Context: an optimization exercise on an open-source flow, tuned for small area. The choices shown serve that exercise and are no tape-out recipe.
In this exercise RTL edits were held to simulation tests only and were not proved equivalent to the original.
Power and IR drop assume default switching activity.

build 46:
==> flow/design.v <==
package hspd_pkg;
    localparam int FRAME_W     = 40;
    localparam int COUNT_W     = 6;
    localparam int CFG_INDEX_W = 2;
    localparam int HUM_W       = 12;
    localparam int TC_W        = 13;
    localparam int TF_W        = 14;
    localparam logic [CFG_INDEX_W-1:0] CFG_BIT_THRESHOLD = 2'd0;
    localparam logic [CFG_INDEX_W-1:0] CFG_TIMEOUT_LIMIT = 2'd1;
    localparam logic [CFG_INDEX_W-1:0] CFG_MAX_EDGES     = 2'd2;
    localparam logic [7:0] BIT_THRESHOLD_RST = 8'd16;
    localparam logic [7:0] TIMEOUT_LIMIT_RST = 8'd255;
    localparam logic [7:0] MAX_EDGES_RST     = 8'd200;
    localparam logic [7:0] EDGE_BIAS         = 8'd3;
    localparam logic [7:0] EDGE_CNT_START    = 8'd253;    
    localparam logic [7:0] EDGE_CNT_LAST_BIT = 8'd79;     
    localparam logic REQ_SAMPLE = 1'b0;
    localparam logic REQ_START  = 1'b1;
    function automatic logic [15:0] radd(input logic [15:0] a, input logic [15:0] b, input logic cin);
        logic c;
        logic [15:0] r;
        c = cin;
        for (int i = 0; i < 16; i++)
        begin
            r[i] = a[i] ^ b[i] ^ c;
            c    = (a[i] & b[i]) | (c & (a[i] ^ b[i]));
        end
        radd = r;
    endfunction
    function automatic logic rgt(input logic [15:0] a, input logic [15:0] b);
        logic c;
        c = 1'b0;
        for (int i = 0; i < 16; i++)
            c = (a[i] & !b[i]) | (c & !(a[i] ^ b[i]));
        rgt = c;
    endfunction
endpackage
module hspd_result (
    input  logic [39:0]        frame,
    input  logic               full,
    input  logic [7:0]         mdiv,
    input  logic [2:0]         mrem,
    output logic               checksum_ok,
    output logic               frame_valid,
    output logic [11:0]        hum,
    output logic signed [12:0] tc,
    output logic signed [13:0] tf
);
    logic [7:0]  d0, d1, d2, d3, d4;
    logic [7:0]  sum;
    logic [15:0] h;
    logic [14:0] raw;
    logic        h_big;
    logic        t_big;
    logic        neg;
    logic [11:0] hum_alt;
    logic [11:0] m;
    logic [10:0] x;
    logic [1:0]  x_lo;
    logic [12:0] q;
    assign {d0, d1, d2, d3, d4} = frame;
    function automatic logic [12:0] radd12(input logic [11:0] a, input logic [11:0] b);
        logic c;
        logic [12:0] r;
        c = 1'b0;
        for (int i = 0; i < 12; i++)
        begin
            r[i] = a[i] ^ b[i] ^ c;
            c    = (a[i] & b[i]) | (c & (a[i] ^ b[i]));
        end
        r[12] = c;
        radd12 = r;
    endfunction
    always_comb
    begin
        sum         = 8'(radd12({4'd0, 8'(radd12({4'd0, d0}, {4'd0, d1}))}, {4'd0, 8'(radd12({4'd0, d2}, {4'd0, d3}))}));
        checksum_ok = (d4 == sum);
        frame_valid = checksum_ok && full;
        h       = {d0, d1};
        h_big   = hspd_pkg::rgt(h, 16'd1000);
        hum_alt = {11'(radd12({4'd0, d0}, {2'd0, d0, 2'b00})), 1'b0};     
        raw     = {d2[6:0], d3};
        t_big   = hspd_pkg::rgt({1'b0, raw}, 16'd1250);
        neg     = d2[7];
        case (mrem)
            3'd0:    x_lo = 2'd0;
            3'd1:    x_lo = 2'd1;
            3'd2:    x_lo = 2'd2;
            3'd3:    x_lo = 2'd2;
            default: x_lo = 2'd3;
        endcase
        if (t_big)
        begin
            m = {11'(radd12({4'd0, d2}, {2'd0, d2, 2'b00})), 1'b0};   
            x = {d2, 3'b000};                                 
        end
        else
        begin
            m = raw[11:0];
            x = {1'b0, mdiv, x_lo};                           
        end
        q = radd12(m, {1'b0, x});
        if (h_big)
            hum = hum_alt;
        else
            hum = h[11:0];
        tc = $signed(13'(hspd_pkg::radd({4'd0, m} ^ {16{neg}}, 16'd0, neg)));
        tf = $signed(14'(hspd_pkg::radd({3'd0, q} ^ {16{neg}}, 16'd320, neg)));
        if (!frame_valid)
        begin
            hum = '0;
            tc  = '0;
            tf  = '0;
        end
    end
endmodule
module humidity_sensor_pulse_decoder_core (
    input  logic                                clk,
    input  logic                                rst_n,
    input  logic                                item_valid,
    output logic                                item_ready,
    input  logic                                item_req_type,
    input  logic                                item_pin_level,
    input  logic                                cfg_valid,
    output logic                                cfg_ready,
    input  logic [hspd_pkg::CFG_INDEX_W-1:0]    cfg_index,
    input  logic [7:0]                          cfg_data,
    output logic                                result_valid,
    input  logic                                result_ready,
    output logic [hspd_pkg::FRAME_W-1:0]        result_raw_frame,
    output logic [hspd_pkg::COUNT_W-1:0]        result_bits_received,
    output logic                                result_checksum_ok,
    output logic                                result_frame_valid,
    output logic                                result_timed_out,
    output logic [hspd_pkg::HUM_W-1:0]          result_humidity_tenths,
    output logic signed [hspd_pkg::TC_W-1:0]    result_temp_c_tenths,
    output logic signed [hspd_pkg::TF_W-1:0]    result_temp_f_tenths
);
    logic [7:0] bit_threshold_reg;
    logic [7:0] timeout_limit_reg;
    logic [7:0] max_edges_m3_reg;      
    logic        busy_reg;
    logic        pending_reg;
    logic        last_level_reg;
    logic [7:0]  run_length_reg;
    logic [7:0]  edge_cnt_reg;         
    logic        full_reg;             
    logic        timed_out_reg;
    logic [39:0] frame_reg;
    logic [7:0]  mdiv_reg;             
    logic [2:0]  mrem_reg;             
    logic       take;
    logic       start;
    logic       smp;
    logic       level_diff;
    logic       edge_ev;
    logic       run_ev;
    logic [7:0] run_inc;
    logic [7:0] edge_inc;
    logic       tmo_end;
    logic       edge_end;
    logic       end_ev;
    logic       new_bit;
    logic       shift_en;
    logic       div_en;
    logic [3:0] div_t;
    assign cfg_ready = 1'b1;
    always_ff @(posedge clk or negedge rst_n)
    begin
        if (!rst_n)
        begin
            bit_threshold_reg <= hspd_pkg::BIT_THRESHOLD_RST;
            timeout_limit_reg <= hspd_pkg::TIMEOUT_LIMIT_RST;
            max_edges_m3_reg  <= hspd_pkg::MAX_EDGES_RST - hspd_pkg::EDGE_BIAS;
        end
        else if (cfg_valid)
        begin
            case (cfg_index)
                hspd_pkg::CFG_BIT_THRESHOLD: bit_threshold_reg <= cfg_data;
                hspd_pkg::CFG_TIMEOUT_LIMIT: timeout_limit_reg <= cfg_data;
                hspd_pkg::CFG_MAX_EDGES:     max_edges_m3_reg  <= 8'(hspd_pkg::radd({8'd0, cfg_data}, 16'hFFFD, 1'b0));
                default:                     ;
            endcase
        end
    end
    assign item_ready = !pending_reg || result_ready;
    assign take       = item_valid && item_ready;
    assign start      = take && (item_req_type == hspd_pkg::REQ_START);
    assign smp        = take && (item_req_type == hspd_pkg::REQ_SAMPLE);
    assign level_diff = item_pin_level != last_level_reg;
    assign edge_ev    = smp && level_diff;
    assign run_ev     = smp && !level_diff;
    assign run_inc  = 8'(hspd_pkg::radd({8'd0, run_length_reg}, 16'd0, 1'b1));
    assign edge_inc = 8'(hspd_pkg::radd({8'd0, edge_cnt_reg}, 16'd0, 1'b1));
    assign tmo_end  = busy_reg && run_ev && (run_inc == timeout_limit_reg);
    assign edge_end = busy_reg && edge_ev && (edge_inc == max_edges_m3_reg);
    assign end_ev   = tmo_end || edge_end;
    assign new_bit  = hspd_pkg::rgt({8'd0, run_length_reg}, {8'd0, bit_threshold_reg});
    assign shift_en = edge_ev && !full_reg && edge_cnt_reg[0] && !edge_cnt_reg[7];
    always_ff @(posedge clk or negedge rst_n)
    begin
        if (!rst_n)
        begin
            busy_reg    <= 1'b0;
            pending_reg <= 1'b0;
        end
        else
        begin
            if (start)
                busy_reg <= 1'b1;
            else if (end_ev)
                busy_reg <= 1'b0;
            if (end_ev)
                pending_reg <= 1'b1;
            else if (result_ready)
                pending_reg <= 1'b0;
        end
    end
    always_ff @(posedge clk)
    begin
        if (take)
        begin
            last_level_reg <= item_req_type || item_pin_level;
            run_length_reg <= run_ev ? run_inc : 8'd0;
            timed_out_reg  <= !level_diff;
        end
        if (start)
        begin
            edge_cnt_reg <= hspd_pkg::EDGE_CNT_START;
            full_reg     <= 1'b0;
        end
        else if (edge_ev)
        begin
            edge_cnt_reg <= edge_inc;
            if (edge_cnt_reg == hspd_pkg::EDGE_CNT_LAST_BIT)
                full_reg <= 1'b1;
        end
    end
    always_ff @(posedge clk)
    begin
        for (int k = 0; k < 5; k++)
        begin
            if (start)
                frame_reg[39-8*k -: 8] <= '0;
            else if (shift_en && edge_cnt_reg[6:4] == 3'(k))
                frame_reg[39-8*k -: 8] <= {frame_reg[38-8*k -: 7], new_bit};
        end
    end
    assign div_en = shift_en && (edge_cnt_reg[6:5] == 2'b01) && (edge_cnt_reg[4:1] != 4'd0);
    assign div_t  = {mrem_reg, new_bit};
    always_ff @(posedge clk)
    begin
        if (start)
            mrem_reg <= '0;
        else if (div_en)
            mrem_reg <= (div_t >= 4'd5) ? 3'(div_t - 4'd5) : div_t[2:0];
        if (div_en)
            mdiv_reg <= {mdiv_reg[6:0], div_t >= 4'd5};
    end
    assign result_valid         = pending_reg;
    assign result_raw_frame     = frame_reg;
    assign result_timed_out     = timed_out_reg;
    assign result_bits_received = full_reg ? 6'd40 : (edge_cnt_reg[7] ? 6'd0 : edge_cnt_reg[6:1]);
    hspd_result u_result (
        .frame       (frame_reg),
        .full        (full_reg),
        .mdiv        (mdiv_reg),
        .mrem        (mrem_reg),
        .checksum_ok (result_checksum_ok),
        .frame_valid (result_frame_valid),
        .hum         (result_humidity_tenths),
        .tc          (result_temp_c_tenths),
        .tf          (result_temp_f_tenths)
    );
endmodule
clock: 9.0 ns
lec_check: 0
cap_margin: 0
core_margin: 2
core_utilization: 70
cts_buf_list: sky130_fd_sc_hd__clkbuf_8
slew_margin: 0
standard.sh (not shown) runs the stock make flow with config.mk's settings and CLKGATE_MAP_FILE= SYNTH_SCRIPT=/design/flow/synth_recipe.tcl, a recipe that flattens the netlist after the stock synthesis.
==> flow/flow/run.sh <==
#!/bin/bash
# Standard layout (the standard.sh), with every port buffered by a buf_1 cell.
set -o pipefail
export BUFFER_PORTS_ARGS="-buffer_cell sky130_fd_sc_hd__buf_1"
bash standard.sh > standard.log 2>&1
Build 46: all stages complete, timing, DRC and antenna checks passed
#### Input delta (trial 74 over build 46)
diff --git a/flow/design.v b/flow/design.v
--- a/flow/design.v
+++ b/flow/design.v
@@ -16,24 +16,6 @@
     localparam logic [7:0] EDGE_CNT_LAST_BIT = 8'd79;     
     localparam logic REQ_SAMPLE = 1'b0;
     localparam logic REQ_START  = 1'b1;
-    function automatic logic [15:0] radd(input logic [15:0] a, input logic [15:0] b, input logic cin);
-        logic c;
-        logic [15:0] r;
-        c = cin;
-        for (int i = 0; i < 16; i++)
-        begin
-            r[i] = a[i] ^ b[i] ^ c;
-            c    = (a[i] & b[i]) | (c & (a[i] ^ b[i]));
-        end
-        radd = r;
-    endfunction
-    function automatic logic rgt(input logic [15:0] a, input logic [15:0] b);
-        logic c;
-        c = 1'b0;
-        for (int i = 0; i < 16; i++)
-            c = (a[i] & !b[i]) | (c & !(a[i] ^ b[i]));
-        rgt = c;
-    endfunction
 endpackage
 module hspd_result (
     input  logic [39:0]        frame,
@@ -59,28 +41,16 @@
     logic [1:0]  x_lo;
     logic [12:0] q;
     assign {d0, d1, d2, d3, d4} = frame;
-    function automatic logic [12:0] radd12(input logic [11:0] a, input logic [11:0] b);
-        logic c;
-        logic [12:0] r;
-        c = 1'b0;
-        for (int i = 0; i < 12; i++)
-        begin
-            r[i] = a[i] ^ b[i] ^ c;
-            c    = (a[i] & b[i]) | (c & (a[i] ^ b[i]));
-        end
-        r[12] = c;
-        radd12 = r;
-    endfunction
     always_comb
     begin
-        sum         = 8'(radd12({4'd0, 8'(radd12({4'd0, d0}, {4'd0, d1}))}, {4'd0, 8'(radd12({4'd0, d2}, {4'd0, d3}))}));
+        sum         = d0 + d1 + d2 + d3;
         checksum_ok = (d4 == sum);
         frame_valid = checksum_ok && full;
         h       = {d0, d1};
-        h_big   = hspd_pkg::rgt(h, 16'd1000);
-        hum_alt = {11'(radd12({4'd0, d0}, {2'd0, d0, 2'b00})), 1'b0};     
+        h_big   = (h > 16'd1000);
+        hum_alt = {({3'b000, d0} + {1'b0, d0, 2'b00}), 1'b0};     
         raw     = {d2[6:0], d3};
-        t_big   = hspd_pkg::rgt({1'b0, raw}, 16'd1250);
+        t_big   = (raw > 15'd1250);
         neg     = d2[7];
         case (mrem)
             3'd0:    x_lo = 2'd0;
@@ -91,7 +61,7 @@
         endcase
         if (t_big)
         begin
-            m = {11'(radd12({4'd0, d2}, {2'd0, d2, 2'b00})), 1'b0};   
+            m = {({3'b000, d2} + {1'b0, d2, 2'b00}), 1'b0};   
             x = {d2, 3'b000};                                 
         end
         else
@@ -99,13 +69,13 @@
             m = raw[11:0];
             x = {1'b0, mdiv, x_lo};                           
         end
-        q = radd12(m, {1'b0, x});
+        q = {1'b0, m} + {2'b00, x};
         if (h_big)
             hum = hum_alt;
         else
             hum = h[11:0];
-        tc = $signed(13'(hspd_pkg::radd({4'd0, m} ^ {16{neg}}, 16'd0, neg)));
-        tf = $signed(14'(hspd_pkg::radd({3'd0, q} ^ {16{neg}}, 16'd320, neg)));
+        tc = $signed(({1'b0, m} ^ {13{neg}}) + {12'd0, neg});
+        tf = $signed(14'd320 + ({1'b0, q} ^ {14{neg}}) + {13'd0, neg});
         if (!frame_valid)
         begin
             hum = '0;
@@ -178,7 +148,7 @@
             case (cfg_index)
                 hspd_pkg::CFG_BIT_THRESHOLD: bit_threshold_reg <= cfg_data;
                 hspd_pkg::CFG_TIMEOUT_LIMIT: timeout_limit_reg <= cfg_data;
-                hspd_pkg::CFG_MAX_EDGES:     max_edges_m3_reg  <= 8'(hspd_pkg::radd({8'd0, cfg_data}, 16'hFFFD, 1'b0));
+                hspd_pkg::CFG_MAX_EDGES:     max_edges_m3_reg  <= cfg_data - hspd_pkg::EDGE_BIAS;
                 default:                     ;
             endcase
         end
@@ -190,12 +160,12 @@
     assign level_diff = item_pin_level != last_level_reg;
     assign edge_ev    = smp && level_diff;
     assign run_ev     = smp && !level_diff;
-    assign run_inc  = 8'(hspd_pkg::radd({8'd0, run_length_reg}, 16'd0, 1'b1));
-    assign edge_inc = 8'(hspd_pkg::radd({8'd0, edge_cnt_reg}, 16'd0, 1'b1));
+    assign run_inc  = run_length_reg + 8'd1;
+    assign edge_inc = edge_cnt_reg + 8'd1;
     assign tmo_end  = busy_reg && run_ev && (run_inc == timeout_limit_reg);
     assign edge_end = busy_reg && edge_ev && (edge_inc == max_edges_m3_reg);
     assign end_ev   = tmo_end || edge_end;
-    assign new_bit  = hspd_pkg::rgt({8'd0, run_length_reg}, {8'd0, bit_threshold_reg});
+    assign new_bit  = run_length_reg > bit_threshold_reg;
     assign shift_en = edge_ev && !full_reg && edge_cnt_reg[0] && !edge_cnt_reg[7];
     always_ff @(posedge clk or negedge rst_n)
     begin
==> results.txt <==
Between trial 74 and build 46, xor and xnor area share after synthesis is higher for trial 74, build 46 comes in under that.
From build 46 to trial 74 the numbers moved as follows: pin count of the biggest net entering global routing saw an increase; highest attainable clock frequency rose by 26%; relative contribution of the clock network to total power went down 2.7 points.
Trial 74 vs build 46 — detailed-routing wirelength on met1 rose 25%.
The detailed-route vias per instance reported for trial 74 is greater than that of build 46 by about 10%.
Diff build 46..trial 74 | total negative setup slack | unchanged

[separate check: timing with driven ports]
Ports are ideal in the flow. The routed layouts listed here were re-timed in OpenROAD. Step 1 sets driving cells, clkbuf_16 on the clock port and buf_2 on the other inputs (assumed; they add their load-dependent delay and slew). Step 2 times the ports against the registers' clock, not the clock port: input delays grow and output delays shrink by t, the midpoint of the rising clock arrivals with the driver on. a / b / c = ideal ports / drivers / drivers and shift; a / b = the first two.
| run | t (ns) | setup slack, ns | hold slack, ns | slew at the worst register clock pin (ns) | worst slew at a driven data input, ns |
|---|---|---|---|---|---|
| build 46 | 0.406 | 0.319 / 0.283 / 0.689 | 0.487 / 0.487 / 0.487 | 0.11 / 0.11 | 0.04 |
| trial 74 | 0.422 | 2.089 / 2.051 / 2.473 | 0.464 / 0.464 / 0.464 | 0.10 / 0.10 | 0.03 |
After both steps setup and hold are still met in every run listed.
